From an optimization exercise on the open Yosys and OpenROAD flow, aimed at small area, a short achievable clock period and few clock cycles per item; shortcuts taken in it are not production practice. Where RTL was checked, it was by simulation tests only, not by an equivalence proof against the original.

==> branch sierra: inputs <==
==> flow/design.v <==
`timescale 1ns/1ns
`default_nettype none
module chacha_qr_head (
  input  wire  [127:0] in,
  output logic [127:0] out
);
  logic [31:0] a;
  logic [31:0] b;
  logic [31:0] c;
  logic [31:0] d;
  always_comb
  begin
    a = in[127:96];
    b = in[95:64];
    c = in[63:32];
    d = in[31:0];
    a = a + b;                                
    d = d ^ a;
    d = {d[15:0], d[31:16]};                  
    out = {a, b, c, d};
  end
endmodule
module chacha_qr_tail (
  input  wire  [127:0] in,
  output logic [127:0] out
);
  logic [31:0] a;
  logic [31:0] b;
  logic [31:0] c;
  logic [31:0] d;
  always_comb
  begin
    a = in[127:96];
    b = in[95:64];
    c = in[63:32];
    d = in[31:0];
    c = c + d;                                
    b = b ^ c;
    b = {b[19:0], b[31:20]};                  
    a = a + b;                                
    d = d ^ a;
    d = {d[23:0], d[31:24]};                  
    c = c + d;                                
    b = b ^ c;
    b = {b[24:0], b[31:25]};                  
    out = {a, b, c, d};
  end
endmodule
`default_nettype wire
`timescale 1ns/1ns
`default_nettype none
module chacha_block_setup (
  input  wire          clk,
  input  wire  [383:0] cfg,
  input  wire          ctr_set,
  input  wire          ctr_inc,
  input  wire          sel_cfg,              
  output logic [511:0] init_state,
  output logic [511:0] new_state
);
  localparam logic [31:0] SIGMA0 = 32'h61707865;    
  localparam logic [31:0] SIGMA1 = 32'h3320646e;
  localparam logic [31:0] SIGMA2 = 32'h79622d32;
  localparam logic [31:0] SIGMA3 = 32'h6b206574;
  logic [255:0] key_q;                        
  logic [95:0]  nonce_q;                      
  logic [31:0]  block_ctr;                    
  logic [31:0]  ctr_plus;                     
  function automatic logic [31:0] byte_swap(input logic [31:0] w);
    byte_swap = {w[7:0], w[15:8], w[23:16], w[31:24]};
  endfunction
  assign ctr_plus = block_ctr + 32'd1;        
  always_ff @(posedge clk)
  begin
    if (ctr_set)
    begin
      key_q   <= cfg[383:128];                
      nonce_q <= cfg[127:32];
    end
  end
  always_ff @(posedge clk)
  begin
    if (ctr_set)
      block_ctr <= cfg[31:0];                 
    else if (ctr_inc)
      block_ctr <= ctr_plus;
  end
  always_comb
  begin
    init_state[31:0]    = SIGMA0;
    init_state[63:32]   = SIGMA1;
    init_state[95:64]   = SIGMA2;
    init_state[127:96]  = SIGMA3;
    for (int i = 0; i < 8; i++)
      init_state[32 * (4 + i) +: 32] = byte_swap(key_q[255 - 32 * i -: 32]);
    init_state[32 * 12 +: 32] = block_ctr;
    for (int j = 0; j < 3; j++)
      init_state[32 * (13 + j) +: 32] = byte_swap(nonce_q[95 - 32 * j -: 32]);
    new_state = init_state;
    if (sel_cfg)
    begin
      for (int i = 0; i < 8; i++)
        new_state[32 * (4 + i) +: 32] = byte_swap(cfg[383 - 32 * i -: 32]);
      new_state[32 * 12 +: 32] = cfg[31:0];
      for (int j = 0; j < 3; j++)
        new_state[32 * (13 + j) +: 32] = byte_swap(cfg[127 - 32 * j -: 32]);
    end
    else
      new_state[32 * 12 +: 32] = ctr_plus;
  end
endmodule
`default_nettype wire
`timescale 1ns/1ns
`default_nettype none
module chacha_round (
  input  wire          clk,
  input  wire          start,                 
  input  wire          busy,                  
  input  wire          last,                  
  input  wire  [511:0] new_state,             
  input  wire  [511:0] init_state,            
  input  wire  [511:0] data_in,
  output logic [511:0] data_out
);
  logic [511:0] work_state;
  logic [511:0] step_state;                   
  logic [511:0] head_in;
  logic [511:0] head_state;                   
  logic [511:0] final_state;                  
  logic [127:0] tail_qi [4];
  logic [127:0] tail_qo [4];
  logic [127:0] head_qi [4];
  logic [127:0] head_qo [4];
  always_comb
  begin
    for (int g = 0; g < 4; g++)
      for (int r = 0; r < 4; r++)
        tail_qi[g][127 - 32 * r -: 32] = work_state[32 * (4 * r + g) +: 32];
  end
  for (genvar g = 0; g < 4; g++)
  begin : g_tail
    chacha_qr_tail u_qr (
      .in  (tail_qi[g]),
      .out (tail_qo[g])
    );
  end
  always_comb
  begin
    for (int g = 0; g < 4; g++)
      for (int r = 0; r < 4; r++)
        step_state[32 * (4 * r + g) +: 32] = tail_qo[(r - g + 4) % 4][127 - 32 * r -: 32];
  end
  assign head_in = start ? new_state : step_state;
  always_comb
  begin
    for (int g = 0; g < 4; g++)
      for (int r = 0; r < 4; r++)
        head_qi[g][127 - 32 * r -: 32] = head_in[32 * (4 * r + g) +: 32];
  end
  for (genvar g = 0; g < 4; g++)
  begin : g_head
    chacha_qr_head u_qr (
      .in  (head_qi[g]),
      .out (head_qo[g])
    );
  end
  always_comb
  begin
    for (int g = 0; g < 4; g++)
      for (int r = 0; r < 4; r++)
        head_state[32 * (4 * r + g) +: 32] = head_qo[g][127 - 32 * r -: 32];
  end
  chacha_finalize u_finalize (
    .init_state  (init_state),
    .work_state  (step_state),
    .data_in     (data_in),
    .final_state (final_state)
  );
  always_ff @(posedge clk)
  begin
    if (busy && last)
      work_state <= final_state;
    else if (start || busy)
      work_state <= head_state;
  end
  always_comb
  begin
    for (int i = 0; i < 16; i++)
      data_out[511 - 32 * i -: 32] = {work_state[32 * i +: 8], work_state[32 * i + 8 +: 8],
                                      work_state[32 * i + 16 +: 8], work_state[32 * i + 24 +: 8]};
  end
endmodule
`default_nettype wire
`timescale 1ns/1ns
`default_nettype none
module chacha_finalize (
  input  wire  [511:0] init_state,
  input  wire  [511:0] work_state,
  input  wire  [511:0] data_in,
  output logic [511:0] final_state
);
  function automatic logic [31:0] byte_swap(input logic [31:0] w);
    byte_swap = {w[7:0], w[15:8], w[23:16], w[31:24]};
  endfunction
  always_comb
  begin
    for (int i = 0; i < 16; i++)
      final_state[32 * i +: 32] = (init_state[32 * i +: 32] + work_state[32 * i +: 32])    
                                  ^ byte_swap(data_in[511 - 32 * i -: 32]);
  end
endmodule
`default_nettype wire
`timescale 1ns/1ns
`default_nettype none
module chacha_ctrl (
  input  wire        clk,
  input  wire        dr_ctr_rst,
  input  wire        init,
  input  wire        next,
  input  wire  [4:0] rounds,
  output logic       ctr_set,
  output logic       ctr_inc,
  output logic       start,
  output logic       busy,
  output logic       last,
  output logic       ready,
  output logic       data_out_valid
);
  logic [4:0] steps_left;                     
  assign ctr_set = !dr_ctr_rst && init && ready;                    
  assign ctr_inc = !dr_ctr_rst && next && !init && data_out_valid;
  assign start   = ctr_set || ctr_inc;
  assign busy    = !ready;
  assign last    = (steps_left == 5'd0);
  always_ff @(posedge clk)
  begin
    if (start)
      steps_left <= {rounds[4:1], 1'b0} - 5'd1;    
    else if (busy)
      steps_left <= steps_left - 5'd1;
  end
  always_ff @(posedge clk)
  begin
    if (dr_ctr_rst)
    begin
      ready          <= 1'b1;
      data_out_valid <= 1'b0;
    end
    else if (start)
    begin
      ready          <= 1'b0;                 
      data_out_valid <= 1'b0;
    end
    else if (busy && last)
    begin
      ready          <= 1'b1;                 
      data_out_valid <= 1'b1;
    end
  end
endmodule
`default_nettype wire
`timescale 1ns/1ns
`default_nettype none
module chacha_core (
  input  wire          clk,
  input  wire          dr_ctr_rst,
  input  wire          init,
  input  wire          next,
  input  wire  [383:0] cfg,
  input  wire  [4:0]   rounds,
  input  wire  [511:0] data_in,
  output wire          ready,
  output wire  [511:0] data_out,
  output wire          data_out_valid
);
  wire         ctr_set;
  wire         ctr_inc;
  wire         start;
  wire         busy;
  wire         last;
  wire [511:0] init_state;                    
  wire [511:0] new_state;                     
  chacha_ctrl u_ctrl (
    .clk            (clk),
    .dr_ctr_rst     (dr_ctr_rst),
    .init           (init),
    .next           (next),
    .rounds         (rounds),
    .ctr_set        (ctr_set),
    .ctr_inc        (ctr_inc),
    .start          (start),
    .busy           (busy),
    .last           (last),
    .ready          (ready),
    .data_out_valid (data_out_valid)
  );
  chacha_block_setup u_block_setup (
    .clk        (clk),
    .cfg        (cfg),
    .ctr_set    (ctr_set),
    .ctr_inc    (ctr_inc),
    .sel_cfg    (init),
    .init_state (init_state),
    .new_state  (new_state)
  );
  chacha_round u_round (
    .clk        (clk),
    .start      (start),
    .busy       (busy),
    .last       (last),
    .new_state  (new_state),
    .init_state (init_state),
    .data_in    (data_in),
    .data_out   (data_out)
  );
endmodule
`default_nettype wire
==> flow/run.sh <==
#!/bin/bash
# synth_recipe.tcl (not shown) runs the flow's synth.tcl, then flattens the netlist and writes it again
# the make line also repeats each setting of config.mk as NAME=value (left out here)
make -C /OpenROAD-flow-scripts/flow DESIGN_CONFIG=/design/flow/config.mk WORK_HOME=/design/flow/orfs CLKGATE_MAP_FILE= SYNTH_SCRIPT=/design/flow/synth_recipe.tcl finish
==> flow/config.mk <==
export PLATFORM = sky130hd
export DESIGN_NAME = chacha_core
export DESIGN_NICKNAME = chacha_core
export VERILOG_FILES = /design/flow/design.v
export SDC_FILE = /design/flow/constraint.sdc
export NUM_CORES = 4
export LEC_CHECK = 0
export CAP_MARGIN = 20
export CORE_MARGIN = 2
export CORE_UTILIZATION = 25
export PLACE_DENSITY = 0.5
export SLEW_MARGIN = 20
==> flow/constraint.sdc <==
create_clock -name core_clock -period 13.0 [get_ports {clk}]
set_input_delay 2.6000 -clock core_clock [delete_from_list [all_inputs] [get_ports {clk}]]
set_output_delay 2.6000 -clock core_clock [all_outputs]
set_load 0.01 [all_outputs]
==> branch tundra: changes against branch sierra <==
==> flow/design.v, changed modules only <==
module chacha_qr_head (
  input  wire  [127:0] in,
  output logic [127:0] out
);
  logic [31:0] a;
  logic [31:0] b;
  logic [31:0] c;
  logic [31:0] d;
  logic [31:0] a1;
  logic [31:0] d1;
  logic [31:0] c2;
  logic [31:0] b2;
  assign a = in[127:96];
  assign b = in[95:64];
  assign c = in[63:32];
  assign d = in[31:0];
  chacha_add #(.ARCH(0)) u_add1 (.a(a), .b(b), .s(a1));     
  assign d1 = {d[15:0] ^ a1[15:0], d[31:16] ^ a1[31:16]};         
  chacha_add #(.ARCH(0)) u_add2 (.a(c), .b(d1), .s(c2));    
  assign b2 = {b[19:0] ^ c2[19:0], b[31:20] ^ c2[31:20]};         
  assign out = {a1, b2, c2, d1};
endmodule
module chacha_qr_tail (
  input  wire  [127:0] in,
  output logic [127:0] out
);
  logic [31:0] a;
  logic [31:0] b;
  logic [31:0] c;
  logic [31:0] d;
  logic [31:0] a3;
  logic [31:0] d3;
  logic [31:0] c4;
  logic [31:0] b4;
  assign a = in[127:96];
  assign b = in[95:64];
  assign c = in[63:32];
  assign d = in[31:0];
  chacha_add #(.ARCH(0)) u_add3 (.a(a), .b(b), .s(a3));     
  assign d3 = {d[23:0] ^ a3[23:0], d[31:24] ^ a3[31:24]};         
  chacha_add #(.ARCH(0)) u_add4 (.a(c), .b(d3), .s(c4));    
  assign b4 = {b[24:0] ^ c4[24:0], b[31:25] ^ c4[31:25]};         
  assign out = {a3, b4, c4, d3};
endmodule
module chacha_add #(
  parameter int ARCH = 0
) (
  input  wire  [31:0] a,
  input  wire  [31:0] b,
  output logic [31:0] s
);
  logic [31:0] g0;
  logic [31:0] p0;
  logic [31:0] gl [6];                        
  logic [31:0] pl [6];                        
  logic [31:0] gc;                            
  assign g0 = a & b;
  assign p0 = a ^ b;
  always_comb
  begin
    gl[0] = g0;
    pl[0] = p0;
    for (int l = 0; l < 5; l++)
    begin
      gl[l + 1] = gl[l];
      pl[l + 1] = pl[l];
      for (int i = 0; i < 32; i++)
      begin
        int j;
        j = -1;
        if (ARCH == 0)
        begin
          if ((i >> l) & 1)
            j = ((i >> l) << l) - 1;
        end
        else if (ARCH == 2)
        begin
          if (i >= (1 << l))
            j = i - (1 << l);
        end
        else if (ARCH == 3)
        begin
          if ((i % 2 == 1) && i >= (1 << l))
            j = i - (1 << l);
        end
        if (j >= 0)
        begin
          gl[l + 1][i] = gl[l][i] | (pl[l][i] & gl[l][j]);
          pl[l + 1][i] = pl[l][i] & pl[l][j];
        end
      end
    end
    gc = gl[5];
    if (ARCH == 3)
      for (int i = 2; i < 32; i += 2)
        gc[i] = gl[5][i] | (pl[5][i] & gl[5][i - 1]);
    if (ARCH == 4)
    begin
      gc[0] = g0[0];
      for (int i = 1; i < 32; i++)
        gc[i] = g0[i] | (p0[i] & gc[i - 1]);
    end
    if (ARCH == 1)
    begin
      logic [31:0] g;
      logic [31:0] p;
      g = g0;
      p = p0;
      for (int l = 0; l < 5; l++)
        for (int i = 0; i < 32; i++)
          if (((i + 1) % (2 << l)) == 0)
          begin
            g[i] = g[i] | (p[i] & g[i - (1 << l)]);
            p[i] = p[i] & p[i - (1 << l)];
          end
      for (int l = 3; l >= 0; l--)
        for (int i = 0; i < 32; i++)
          if (((i + 1) % (2 << l)) == (1 << l) && i >= (2 << l))
          begin
            g[i] = g[i] | (p[i] & g[i - (1 << l)]);
            p[i] = p[i] & p[i - (1 << l)];
          end
      gc = g;
    end
  end
  if (ARCH == 5)
    assign s = a + b;
  else
    assign s = p0 ^ {gc[30:0], 1'b0};
endmodule
module chacha_block_setup (
  input  wire          clk,
  input  wire  [383:0] cfg,
  input  wire          ctr_set,
  input  wire          ctr_inc,
  input  wire          sel_cfg,              
  output logic [511:0] init_state,
  output logic [511:0] new_state
);
  localparam logic [31:0] SIGMA0 = 32'h61707865;    
  localparam logic [31:0] SIGMA1 = 32'h3320646e;
  localparam logic [31:0] SIGMA2 = 32'h79622d32;
  localparam logic [31:0] SIGMA3 = 32'h6b206574;
  logic [255:0] key_q;                        
  logic [95:0]  nonce_q;                      
  logic [31:0]  block_ctr;                    
  logic [31:0]  ctr_plus;                     
  function automatic logic [31:0] byte_swap(input logic [31:0] w);
    byte_swap = {w[7:0], w[15:8], w[23:16], w[31:24]};
  endfunction
  assign ctr_plus = block_ctr + 32'd1;        
  always_ff @(posedge clk)
  begin
    if (ctr_set)
    begin
      key_q   <= cfg[383:128];                
      nonce_q <= cfg[127:32];
    end
  end
  always_ff @(posedge clk)
  begin
    if (ctr_set)
      block_ctr <= cfg[31:0];                 
    else if (ctr_inc)
      block_ctr <= ctr_plus;
  end
  always_comb
  begin
    init_state[31:0]    = SIGMA0;
    init_state[63:32]   = SIGMA1;
    init_state[95:64]   = SIGMA2;
    init_state[127:96]  = SIGMA3;
    for (int i = 0; i < 8; i++)
      init_state[32 * (4 + i) +: 32] = byte_swap(key_q[255 - 32 * i -: 32]);
    init_state[32 * 12 +: 32] = block_ctr;
    for (int j = 0; j < 3; j++)
      init_state[32 * (13 + j) +: 32] = byte_swap(nonce_q[95 - 32 * j -: 32]);
    new_state = init_state;
    if (!sel_cfg)
      new_state[32 * 12 +: 32] = ctr_plus;    
  end
endmodule
module chacha_finalize (
  input  wire  [511:0] init_state,
  input  wire  [511:0] work_state,
  input  wire  [511:0] data_in,
  output logic [511:0] final_state
);
  function automatic logic [31:0] byte_swap(input logic [31:0] w);
    byte_swap = {w[7:0], w[15:8], w[23:16], w[31:24]};
  endfunction
  for (genvar i = 0; i < 16; i++)
  begin : g_word
    logic [31:0] sum;
    chacha_add #(.ARCH(1)) u_add (.a(init_state[32 * i +: 32]), .b(work_state[32 * i +: 32]), .s(sum));
    assign final_state[32 * i +: 32] = sum ^ byte_swap(data_in[511 - 32 * i -: 32]);
  end
endmodule
module chacha_ctrl (
  input  wire        clk,
  input  wire        dr_ctr_rst,
  input  wire        init,
  input  wire        next,
  input  wire  [4:0] rounds,
  output logic       ctr_set,
  output logic       ctr_inc,
  output logic       start,
  output logic       busy,
  output logic       last,
  output logic       ready,
  output logic       data_out_valid
);
  logic [4:0] steps_left;                     
  logic       pending;                        
  assign ctr_set = !dr_ctr_rst && init && ready;                    
  assign ctr_inc = !dr_ctr_rst && next && !init && data_out_valid;
  assign start   = ctr_inc || pending;
  assign busy    = !ready && !pending;
  assign last    = (steps_left == 5'd0);
  always_ff @(posedge clk)
  begin
    if (start)
      steps_left <= {rounds[4:1], 1'b0} - 5'd1;    
    else if (busy)
      steps_left <= steps_left - 5'd1;
  end
  always_ff @(posedge clk)
  begin
    if (dr_ctr_rst)
      pending <= 1'b0;
    else
      pending <= ctr_set;
  end
  always_ff @(posedge clk)
  begin
    if (dr_ctr_rst)
    begin
      ready          <= 1'b1;
      data_out_valid <= 1'b0;
    end
    else if (ctr_set || ctr_inc)
    begin
      ready          <= 1'b0;                 
      data_out_valid <= 1'b0;
    end
    else if (busy && last)
    begin
      ready          <= 1'b1;                 
      data_out_valid <= 1'b1;
    end
  end
endmodule
module chacha_core (
  input  wire          clk,
  input  wire          dr_ctr_rst,
  input  wire          init,
  input  wire          next,
  input  wire  [383:0] cfg,
  input  wire  [4:0]   rounds,
  input  wire  [511:0] data_in,
  output wire          ready,
  output wire  [511:0] data_out,
  output wire          data_out_valid
);
  wire         ctr_set;
  wire         ctr_inc;
  wire         start;
  wire         busy;
  wire         last;
  wire [511:0] init_state;                    
  wire [511:0] new_state;                     
  chacha_ctrl u_ctrl (
    .clk            (clk),
    .dr_ctr_rst     (dr_ctr_rst),
    .init           (init),
    .next           (next),
    .rounds         (rounds),
    .ctr_set        (ctr_set),
    .ctr_inc        (ctr_inc),
    .start          (start),
    .busy           (busy),
    .last           (last),
    .ready          (ready),
    .data_out_valid (data_out_valid)
  );
  chacha_block_setup u_block_setup (
    .clk        (clk),
    .cfg        (cfg),
    .ctr_set    (ctr_set),
    .ctr_inc    (ctr_inc),
    .sel_cfg    (!ctr_inc),
    .init_state (init_state),
    .new_state  (new_state)
  );
  chacha_round u_round (
    .clk        (clk),
    .start      (start),
    .busy       (busy),
    .last       (last),
    .new_state  (new_state),
    .init_state (init_state),
    .data_in    (data_in),
    .data_out   (data_out)
  );
endmodule
==> flow/flow/run.sh (new file) <==
#!/bin/bash
# The standard layout, with the port buffers that buffer_ports inserts made
# from the smallest buffer (sky130_fd_sc_hd__buf_1) instead of its default
# delay buffer. Every port still gets its own buffer; repair_design resizes
# them where a load needs more drive. make's full output goes to flow.log.
set -euo pipefail
export BUFFER_PORTS_ARGS="-buffer_cell sky130_fd_sc_hd__buf_1"
bash standard.sh > flow.log 2>&1
==> flow/standard.sh (new file) <==
#!/bin/bash
# synth_recipe.tcl (not shown) runs the flow's synth.tcl, then flattens the netlist and writes it again
# the make line also repeats each setting of config.mk as NAME=value (left out here)
make -C /OpenROAD-flow-scripts/flow DESIGN_CONFIG=/design/flow/config.mk WORK_HOME=/design/flow/orfs CLKGATE_MAP_FILE= SYNTH_SCRIPT=/design/flow/synth_recipe.tcl "${@:-finish}"
ABC_AREA = 1   (was unset)
CORE_UTILIZATION = 45   (was 25)
PLACE_DENSITY = 0.6   (was 0.5)
removed: flow/run.sh
==> branch juniper: changes against branch sierra <==
==> flow/design.v, changed modules only <==
module chacha_qr_head (
  input  wire  [127:0] in,
  output logic [127:0] out
);
  logic [31:0] a;
  logic [31:0] b;
  logic [31:0] c;
  logic [31:0] d;
  logic [31:0] a1;
  logic [31:0] d1;
  logic [31:0] c2;
  logic [31:0] b2;
  assign a = in[127:96];
  assign b = in[95:64];
  assign c = in[63:32];
  assign d = in[31:0];
  chacha_add #(.ARCH(0)) u_add1 (.a(a), .b(b), .s(a1));     
  assign d1 = {d[15:0] ^ a1[15:0], d[31:16] ^ a1[31:16]};         
  chacha_add #(.ARCH(0)) u_add2 (.a(c), .b(d1), .s(c2));    
  assign b2 = {b[19:0] ^ c2[19:0], b[31:20] ^ c2[31:20]};         
  assign out = {a1, b2, c2, d1};
endmodule
module chacha_qr_tail (
  input  wire  [127:0] in,
  output logic [127:0] out
);
  logic [31:0] a;
  logic [31:0] b;
  logic [31:0] c;
  logic [31:0] d;
  logic [31:0] a3;
  logic [31:0] d3;
  logic [31:0] c4;
  logic [31:0] b4;
  assign a = in[127:96];
  assign b = in[95:64];
  assign c = in[63:32];
  assign d = in[31:0];
  chacha_add #(.ARCH(0)) u_add3 (.a(a), .b(b), .s(a3));     
  assign d3 = {d[23:0] ^ a3[23:0], d[31:24] ^ a3[31:24]};         
  chacha_add #(.ARCH(0)) u_add4 (.a(c), .b(d3), .s(c4));    
  assign b4 = {b[24:0] ^ c4[24:0], b[31:25] ^ c4[31:25]};         
  assign out = {a3, b4, c4, d3};
endmodule
module chacha_add #(
  parameter int ARCH = 0
) (
  input  wire  [31:0] a,
  input  wire  [31:0] b,
  output logic [31:0] s
);
  logic [31:0] g0;
  logic [31:0] p0;
  logic [31:0] gl [6];                        
  logic [31:0] pl [6];                        
  logic [31:0] gc;                            
  assign g0 = a & b;
  assign p0 = a ^ b;
  always_comb
  begin
    gl[0] = g0;
    pl[0] = p0;
    for (int l = 0; l < 5; l++)
    begin
      gl[l + 1] = gl[l];
      pl[l + 1] = pl[l];
      for (int i = 0; i < 32; i++)
      begin
        int j;
        j = -1;
        if (ARCH == 0)
        begin
          if ((i >> l) & 1)
            j = ((i >> l) << l) - 1;
        end
        else if (ARCH == 2)
        begin
          if (i >= (1 << l))
            j = i - (1 << l);
        end
        else if (ARCH == 3)
        begin
          if ((i % 2 == 1) && i >= (1 << l))
            j = i - (1 << l);
        end
        if (j >= 0)
        begin
          gl[l + 1][i] = gl[l][i] | (pl[l][i] & gl[l][j]);
          pl[l + 1][i] = pl[l][i] & pl[l][j];
        end
      end
    end
    gc = gl[5];
    if (ARCH == 3)
      for (int i = 2; i < 32; i += 2)
        gc[i] = gl[5][i] | (pl[5][i] & gl[5][i - 1]);
    if (ARCH == 4)
    begin
      gc[0] = g0[0];
      for (int i = 1; i < 32; i++)
        gc[i] = g0[i] | (p0[i] & gc[i - 1]);
    end
    if (ARCH == 1)
    begin
      logic [31:0] g;
      logic [31:0] p;
      g = g0;
      p = p0;
      for (int l = 0; l < 5; l++)
        for (int i = 0; i < 32; i++)
          if (((i + 1) % (2 << l)) == 0)
          begin
            g[i] = g[i] | (p[i] & g[i - (1 << l)]);
            p[i] = p[i] & p[i - (1 << l)];
          end
      for (int l = 3; l >= 0; l--)
        for (int i = 0; i < 32; i++)
          if (((i + 1) % (2 << l)) == (1 << l) && i >= (2 << l))
          begin
            g[i] = g[i] | (p[i] & g[i - (1 << l)]);
            p[i] = p[i] & p[i - (1 << l)];
          end
      gc = g;
    end
  end
  if (ARCH == 5)
    assign s = a + b;
  else
    assign s = p0 ^ {gc[30:0], 1'b0};
endmodule
module chacha_finalize (
  input  wire  [511:0] init_state,
  input  wire  [511:0] work_state,
  input  wire  [511:0] data_in,
  output logic [511:0] final_state
);
  function automatic logic [31:0] byte_swap(input logic [31:0] w);
    byte_swap = {w[7:0], w[15:8], w[23:16], w[31:24]};
  endfunction
  for (genvar i = 0; i < 16; i++)
  begin : g_word
    logic [31:0] sum;
    chacha_add #(.ARCH(0)) u_add (.a(init_state[32 * i +: 32]), .b(work_state[32 * i +: 32]), .s(sum));
    assign final_state[32 * i +: 32] = sum ^ byte_swap(data_in[511 - 32 * i -: 32]);
  end
endmodule
ABC_AREA = 1   (was unset)
==> results by group <==
Layout
  • Layout Cells excl Fill: 19.54k
  • Non-clock buffers: 2,062
  • ClkCell Share: 3.768%

Route
  • Via density per instance: 5.065

Placement
  • Placed inst area: 0.1171 mm^2

Outcome
  • Status: timing/DRC/antenna clean

Clock network
  • H-Tree Level Count: 4
  • Latest clock arrival within the worst-skew pair: 0.90 ns

Worst setup path
  • CP max stage delay: 0.92 ns
  • Reg2reg end: u_round.work_state[129]$_DFFE_PP_

Floorplanning
  • Tapcell count: 4,950
The numbers above come from branch juniper.

==> results by group <==
Route
  • Met1 wire length: 262,200 um
  • Via density per instance: 5.319

Worst setup path
  • Arrival time worst endpoint: 13.30 ns
  • Reg2reg end: u_round.work_state[492]$_DFFE_PP_
  • CP max stage delay: 0.73 ns

Layout
  • Non-clock buffers: 2,650
  • ClkCell Share: 3.465%
  • Layout Cells excl Fill: 18.25k
  • Register area: 0.02710 mm^2

Outcome
  • Status: timing/DRC/antenna clean

Floorplanning
  • Tapcell count: 5,016

Placement
  • Placed inst area: 0.1243 mm^2

Clock network
  • H-Tree Level Count: 4
The numbers above come from branch sierra.

==> results by group <==
Route
  • Via density per instance: 6.045

Outcome
  • Status: timing/DRC/antenna clean

Floorplanning
  • Tapcell count: 2,542

Clock network
  • Latest clock arrival within the worst-skew pair: 0.85 ns
  • H-Tree Level Count: 3

Layout
  • Non-clock buffers: 1,660
  • ClkCell Share: 4.095%
The numbers above come from branch tundra.

Testbench counts of branch tundra, summed over its fixed seeds: cycles 5,913, blocks 369.
Only the layout flow was run in branch sierra and branch juniper; the RTL was not checked for function there.

## afterwards: timing with drivers on the ports
Ports are ideal in the flow. The routed layouts listed here were re-timed in OpenROAD.
Step 1, drivers: a clkbuf_16 drives clk and a buf_2 each remaining input, both assumed.
Step 2, shift: input delay + t, output delay - t, t = (earliest + latest rising clock arrival at the registers) / 2. This alone moves slack from input paths to output paths.
a / b / c = ideal ports / drivers / drivers and shift; a / b = the first two.
| run | t, ns | setup WS [ns] | worst setup path after step 2 | worst data-port slew with drivers (ns) |
|---|---|---|---|---|
| branch sierra | 0.985 | 0.370 / 0.370 / 0.370 | register to register | 0.37 |
| branch tundra | 0.944 | 0.454 / 0.454 / 0.454 | register to register | 0.25 |
| branch juniper | 0.982 | 0.704 / 0.704 / 0.704 | register to register | 0.31 |
After both steps setup and hold are still met in every run listed.
